Source: an optimization exercise on an open RTL-to-GDS flow (aim: a short achievable clock period and few clock cycles). Production flows keep margins and buffers that such runs may drop.
At most, simulation tests tie the RTL to the original design; equivalence was not proved.
Power and IR drop assume default switching activity.

before:
==> flow/design.v (excerpt) <==
module wr_in_top (
	input  logic                                S_CLK,
	input  logic                                S_RESET_N,
	input  logic [wr_in_pkg::ID_BITS-1:0]       awid,
	input  logic [wr_in_pkg::ADR_BITS-1:0]      awaddr,
	input  logic [wr_in_pkg::LEN_BITS-1:0]      awlen,
	input  logic                                awvalid,
	output logic                                awready,
	input  logic [wr_in_pkg::DATA_BITS-1:0]     wdata,
	input  logic [wr_in_pkg::STRB_BITS-1:0]     wstrb,
	input  logic                                wlast,
	input  logic                                wvalid,
	output logic                                wready,
	output logic [wr_in_pkg::ID_BITS-1:0]       bid,
	output logic [1:0]                          bresp,
	output logic                                bvalid,
	input  logic                                bready,
	input  logic                                adr_fifo_full,
	output logic                                adr_fifo_wren,
	output logic [wr_in_pkg::ADR_REC_BITS-1:0]  adr_fifo_wdata,
	input  logic                                dat_fifo_full,
	output logic                                dat_fifo_wren,
	output logic [wr_in_pkg::DAT_REC_BITS-1:0]  dat_fifo_wdata
);
Size: about 910 flip-flops.
make LEC_CHECK=0 ABC_CLOCK_PERIOD_IN_PS=2500 CAP_MARGIN=20 CORE_MARGIN=2 CORE_UTILIZATION=40 SETUP_SLACK_MARGIN=4.5 SLEW_MARGIN=20 finish   # period 7.0 ns
run.sh (not shown) runs the stock make flow with config.mk's settings and CLKGATE_MAP_FILE= SYNTH_SCRIPT=/design/flow/synth_recipe.tcl, a recipe that flattens the netlist after the stock synthesis.
For after, these inputs were changed with respect to before:
--- a/flow/design.v
+++ b/flow/design.v
@@ -97,35 +97,32 @@
 	logic [wr_in_pkg::LEN_BITS-1:0]    h_len;
 	logic [AB-1:0]                     h_adr;
 	logic                              s_vld;
 	logic [wr_in_pkg::ID_BITS-1:0]     s_id;
 	logic [wr_in_pkg::LEN_BITS-1:0]    s_len;
 	logic [AB-1:0]                     s_adr;
 	logic [wr_in_pkg::OUT_BITS-1:0]    outst;
 	logic                              s_vld_nxt;
-	logic                              h_vld_nxt;
-	logic                              h_nvld_o;
 	assign accept        = awvalid & awready;
-	assign adr_fifo_wren = ~(h_nvld_o | adr_fifo_full);
-	assign h_free        = ~h_vld | adr_fifo_wren;
+	assign adr_fifo_wren = h_vld & ~adr_fifo_full;
+	assign h_free        = ~h_vld | ~adr_fifo_full;
 	assign q_push    = adr_fifo_wren;
 	assign q_push_id = h_id;
 	assign s_vld_nxt = ~h_free & (s_vld | accept);
-	assign h_vld_nxt = h_free ? (s_vld | accept) : h_vld;
 	always_ff @(posedge S_CLK or negedge S_RESET_N) begin
 		if (!S_RESET_N) begin
 			h_vld   <= 1'b0;
-			h_nvld_o <= 1'b1;
 			s_vld   <= 1'b0;
 			outst   <= '0;
 			awready <= 1'b0;
 		end else begin
-			h_vld    <= h_vld_nxt;
-			h_nvld_o <= ~h_vld_nxt;
+			if (h_free) begin
+				h_vld <= s_vld | accept;
+			end
 			s_vld   <= s_vld_nxt;
 			outst   <= outst + wr_in_pkg::OUT_BITS'(accept) - wr_in_pkg::OUT_BITS'(resp_issue);
 			awready <= ~s_vld_nxt & (outst < wr_in_pkg::OUT_BITS'(wr_in_pkg::ID_DEPTH - 1));
 		end
 	end
 	always_ff @(posedge S_CLK) begin
 		if (h_free) begin
 			if (s_vld) begin
@@ -179,48 +176,45 @@
 	logic                               s_vld;
 	logic [DB-1:0]                      s_data;
 	logic [SB-1:0]                      s_strb;
 	logic                               s_last;
 	logic                               s_vld_nxt;
 	logic [DB-1:0]                      w_data [NB];
 	logic [SB-1:0]                      w_strb [NB];
 	logic                               w_done;
-	logic                               w_done_nxt;
-	logic                               w_ndone_o;
 	logic                               w_last;
 	logic [wr_in_pkg::CNT_BITS-1:0]     w_cnt;
 	logic                               w_new;
 	logic                               w_end;
 	logic [wr_in_pkg::OUT_BITS-1:0]     outst;
 	assign beat = wvalid & wready;
 	assign src_data = s_vld ? s_data : wdata;
 	assign src_strb = s_vld ? s_strb : wstrb;
 	assign src_last = s_vld ? s_last : wlast;
-	assign dat_fifo_wren = ~(w_ndone_o | dat_fifo_full);
+	assign dat_fifo_wren = w_done & ~dat_fifo_full;
 	assign last_word     = dat_fifo_wren & w_last;
-	assign w_free = ~w_done | dat_fifo_wren;
+	assign w_free = ~w_done | ~dat_fifo_full;
 	assign take   = w_free & (s_vld | beat);
 	assign w_new  = (w_cnt == '0);
 	assign w_end  = src_last | (w_cnt == wr_in_pkg::CNT_BITS'(NB - 1));
-	assign s_vld_nxt  = ~w_free & (s_vld | beat);
-	assign w_done_nxt = take ? w_end : (w_done & ~w_free);
+	assign s_vld_nxt = ~w_free & (s_vld | beat);
 	always_ff @(posedge S_CLK or negedge S_RESET_N) begin
 		if (!S_RESET_N) begin
 			s_vld  <= 1'b0;
-			w_done    <= 1'b0;
-			w_ndone_o <= 1'b1;
-			w_cnt     <= '0;
+			w_done <= 1'b0;
+			w_cnt  <= '0;
 			outst  <= '0;
 			wready <= 1'b0;
 		end else begin
-			w_done    <= w_done_nxt;
-			w_ndone_o <= ~w_done_nxt;
 			if (take) begin
-				w_cnt <= w_end ? '0 : w_cnt + 1'b1;
+				w_done <= w_end;
+				w_cnt  <= w_end ? '0 : w_cnt + 1'b1;
+			end else if (w_free) begin
+				w_done <= 1'b0;
 			end
 			s_vld  <= s_vld_nxt;
 			outst  <= outst + wr_in_pkg::OUT_BITS'(beat & wlast) - wr_in_pkg::OUT_BITS'(resp_issue);
 			wready <= ~s_vld_nxt & (outst < wr_in_pkg::OUT_BITS'(wr_in_pkg::DAT_DEPTH - 1));
 		end
 	end
 	always_ff @(posedge S_CLK) begin
 		if (!s_vld) begin
### Flow results
Summary of after over before: placeable core region neither gained nor lost much; setup slack lost 0.11 ns. The share of the final layout cell area in multi-input gates was comparable across after and before. Combinational power (higher): before. Share of the clock period used by the worst path after layout for after is higher than for before. Comparing after and before, the higher core utilization was measured on before. The total of plain and repair buffers excluding clock buffers in after was lower than what before gave. Register share of total power: after vs before up 3.8 points.
Testbench counts of after, summed over its fixed seeds: cycles 13,685.
No functional check of the RTL was part of before.

Another version of the RTL of wr_in_top (not shown whole).
Size: ~910 flip-flops, roughly 0.032 mm^2 of cells after synthesis.
export LEC_CHECK = 0
export ABC_CLOCK_PERIOD_IN_PS = 2500
export CAP_MARGIN = 20
export CORE_MARGIN = 2
export CORE_UTILIZATION = 40
export SETUP_SLACK_MARGIN = 4.5
export SLEW_MARGIN = 20
create_clock -name core_clock -period 7.0 [get_ports {S_CLK}]
Testbench counts at the start, summed over its fixed seeds: cycles 13,685.
Then changed:
--- a/flow/design.v
+++ b/flow/design.v
@@ -92,47 +92,46 @@
 	localparam int AB = wr_in_pkg::ADR_BITS - wr_in_pkg::ADDR_MASK_BITS;
 	logic                              accept;
 	logic                              h_free;
 	logic                              h_vld;
 	logic [wr_in_pkg::ID_BITS-1:0]     h_id;
 	logic [wr_in_pkg::LEN_BITS-1:0]    h_len;
 	logic [AB-1:0]                     h_adr;
 	logic                              s_vld;
 	logic [wr_in_pkg::ID_BITS-1:0]     s_id;
 	logic [wr_in_pkg::LEN_BITS-1:0]    s_len;
 	logic [AB-1:0]                     s_adr;
 	logic [wr_in_pkg::OUT_BITS-1:0]    outst;
+	logic [wr_in_pkg::OUT_BITS-1:0]    outst_nxt;
 	logic                              s_vld_nxt;
-	logic                              h_vld_nxt;
-	logic                              h_nvld_o;
 	assign accept        = awvalid & awready;
-	assign adr_fifo_wren = ~(h_nvld_o | adr_fifo_full);
+	assign adr_fifo_wren = h_vld & ~adr_fifo_full;
 	assign h_free        = ~h_vld | ~adr_fifo_full;
-	assign q_push    = h_vld & ~adr_fifo_full;
+	assign q_push    = adr_fifo_wren;
 	assign q_push_id = h_id;
 	assign s_vld_nxt = ~h_free & (s_vld | accept);
-	assign h_vld_nxt = h_free ? (s_vld | accept) : h_vld;
+	assign outst_nxt = outst + wr_in_pkg::OUT_BITS'(accept) - wr_in_pkg::OUT_BITS'(resp_issue);
 	always_ff @(posedge S_CLK or negedge S_RESET_N) begin
 		if (!S_RESET_N) begin
 			h_vld   <= 1'b0;
-			h_nvld_o <= 1'b1;
 			s_vld   <= 1'b0;
 			outst   <= '0;
 			awready <= 1'b0;
 		end else begin
-			h_vld    <= h_vld_nxt;
-			h_nvld_o <= ~h_vld_nxt;
+			if (h_free) begin
+				h_vld <= s_vld | accept;
+			end
 			s_vld   <= s_vld_nxt;
-			outst   <= outst + wr_in_pkg::OUT_BITS'(accept) - wr_in_pkg::OUT_BITS'(resp_issue);
-			awready <= ~s_vld_nxt & (outst < wr_in_pkg::OUT_BITS'(wr_in_pkg::ID_DEPTH - 1));
+			outst   <= outst_nxt;
+			awready <= ~s_vld_nxt & (outst_nxt != wr_in_pkg::OUT_BITS'(wr_in_pkg::ID_DEPTH));
 		end
 	end
 	always_ff @(posedge S_CLK) begin
 		if (h_free) begin
 			if (s_vld) begin
 				h_id  <= s_id;
 				h_len <= s_len;
 				h_adr <= s_adr;
 			end else begin
 				h_id  <= awid;
 				h_len <= awlen;
 				h_adr <= awaddr[wr_in_pkg::ADR_BITS-1:wr_in_pkg::ADDR_MASK_BITS];
@@ -175,60 +174,59 @@
 	logic                               w_free;
 	logic                               src_last;
 	logic [DB-1:0]                      src_data;
 	logic [SB-1:0]                      src_strb;
 	logic                               s_vld;
 	logic [DB-1:0]                      s_data;
 	logic [SB-1:0]                      s_strb;
 	logic                               s_last;
 	logic                               s_vld_nxt;
 	logic [DB-1:0]                      w_data [NB];
 	logic [SB-1:0]                      w_strb [NB];
 	logic                               w_done;
-	logic                               w_done_nxt;
-	logic                               w_ndone_o;
 	logic                               w_last;
 	logic [wr_in_pkg::CNT_BITS-1:0]     w_cnt;
 	logic                               w_new;
 	logic                               w_end;
 	logic [wr_in_pkg::OUT_BITS-1:0]     outst;
+	logic [wr_in_pkg::OUT_BITS-1:0]     outst_nxt;
 	assign beat = wvalid & wready;
 	assign src_data = s_vld ? s_data : wdata;
 	assign src_strb = s_vld ? s_strb : wstrb;
 	assign src_last = s_vld ? s_last : wlast;
-	assign dat_fifo_wren = ~(w_ndone_o | dat_fifo_full);
-	assign last_word     = w_done & ~dat_fifo_full & w_last;
+	assign dat_fifo_wren = w_done & ~dat_fifo_full;
+	assign last_word     = dat_fifo_wren & w_last;
 	assign w_free = ~w_done | ~dat_fifo_full;
 	assign take   = w_free & (s_vld | beat);
 	assign w_new  = (w_cnt == '0);
 	assign w_end  = src_last | (w_cnt == wr_in_pkg::CNT_BITS'(NB - 1));
-	assign s_vld_nxt  = ~w_free & (s_vld | beat);
-	assign w_done_nxt = take ? w_end : (w_done & ~w_free);
+	assign s_vld_nxt = ~w_free & (s_vld | beat);
+	assign outst_nxt = outst + wr_in_pkg::OUT_BITS'(beat & wlast) - wr_in_pkg::OUT_BITS'(resp_issue);
 	always_ff @(posedge S_CLK or negedge S_RESET_N) begin
 		if (!S_RESET_N) begin
 			s_vld  <= 1'b0;
-			w_done    <= 1'b0;
-			w_ndone_o <= 1'b1;
-			w_cnt     <= '0;
+			w_done <= 1'b0;
+			w_cnt  <= '0;
 			outst  <= '0;
 			wready <= 1'b0;
 		end else begin
-			w_done    <= w_done_nxt;
-			w_ndone_o <= ~w_done_nxt;
 			if (take) begin
-				w_cnt <= w_end ? '0 : w_cnt + 1'b1;
+				w_done <= w_end;
+				w_cnt  <= w_end ? '0 : w_cnt + 1'b1;
+			end else if (w_free) begin
+				w_done <= 1'b0;
 			end
 			s_vld  <= s_vld_nxt;
-			outst  <= outst + wr_in_pkg::OUT_BITS'(beat & wlast) - wr_in_pkg::OUT_BITS'(resp_issue);
-			wready <= ~s_vld_nxt & (outst < wr_in_pkg::OUT_BITS'(wr_in_pkg::DAT_DEPTH - 1));
+			outst  <= outst_nxt;
+			wready <= ~s_vld_nxt & (outst_nxt != wr_in_pkg::OUT_BITS'(wr_in_pkg::DAT_DEPTH));
 		end
 	end
 	always_ff @(posedge S_CLK) begin
 		if (!s_vld) begin
 			s_data <= wdata;
 			s_strb <= wstrb;
 			s_last <= wlast;
 		end
 		if (take) begin
 			w_last <= src_last;
 		end
 		for (int k = 0; k < NB; k++) begin
Utilization drops by 1.7 points; critical path depth does not change; setup slack loses 0.045 ns; global-route usage climbs by 1.2 points; cell count drops by 0.93%; sequential share of layout area climbs by 1.5 points; wire length climbs by 0.58%; cell area drops by 2.8%; synthesized cell count drops by 0.31%; total power climbs by 0.57%; area after synthesis climbs by 0.30%; sequential power climbs by 2.9%; via count drops by 1.6%; fmax drops by 1.4%.
Testbench counts after the change, summed over its fixed seeds: cycles 13,685.

[separate check: timing with driven ports]
No port has a modelled driver above. Below, the same layouts with a new extraction and two added sets of constraints.
Step 1 assumes that a clkbuf_16 drives the clock port and a buf_2 every other input.
Step 2 also shifts input and output timing later by t, the mid clock arrival at the registers, as if the neighbouring blocks saw the same clock.
Three values: no drivers, after step 1, after step 2; two values: the first two.
run | t (ns) | setup WS [ns] | worst setup path after step 2
before | 0.707 | 3.894 / 3.814 / 3.279 | input to register
after | 0.716 | 3.788 / 3.698 / 3.560 | input to register
the first run of note 2 | 0.701 | 3.909 / 3.812 / 3.581 | input to register
the second run of note 2 | 0.705 | 3.864 / 3.790 / 3.344 | input to register
After both steps setup and hold are still met in every run listed. The setup slack of before, which loses most, moves by -0.080 ns with the drivers and by -0.615 ns with both steps.
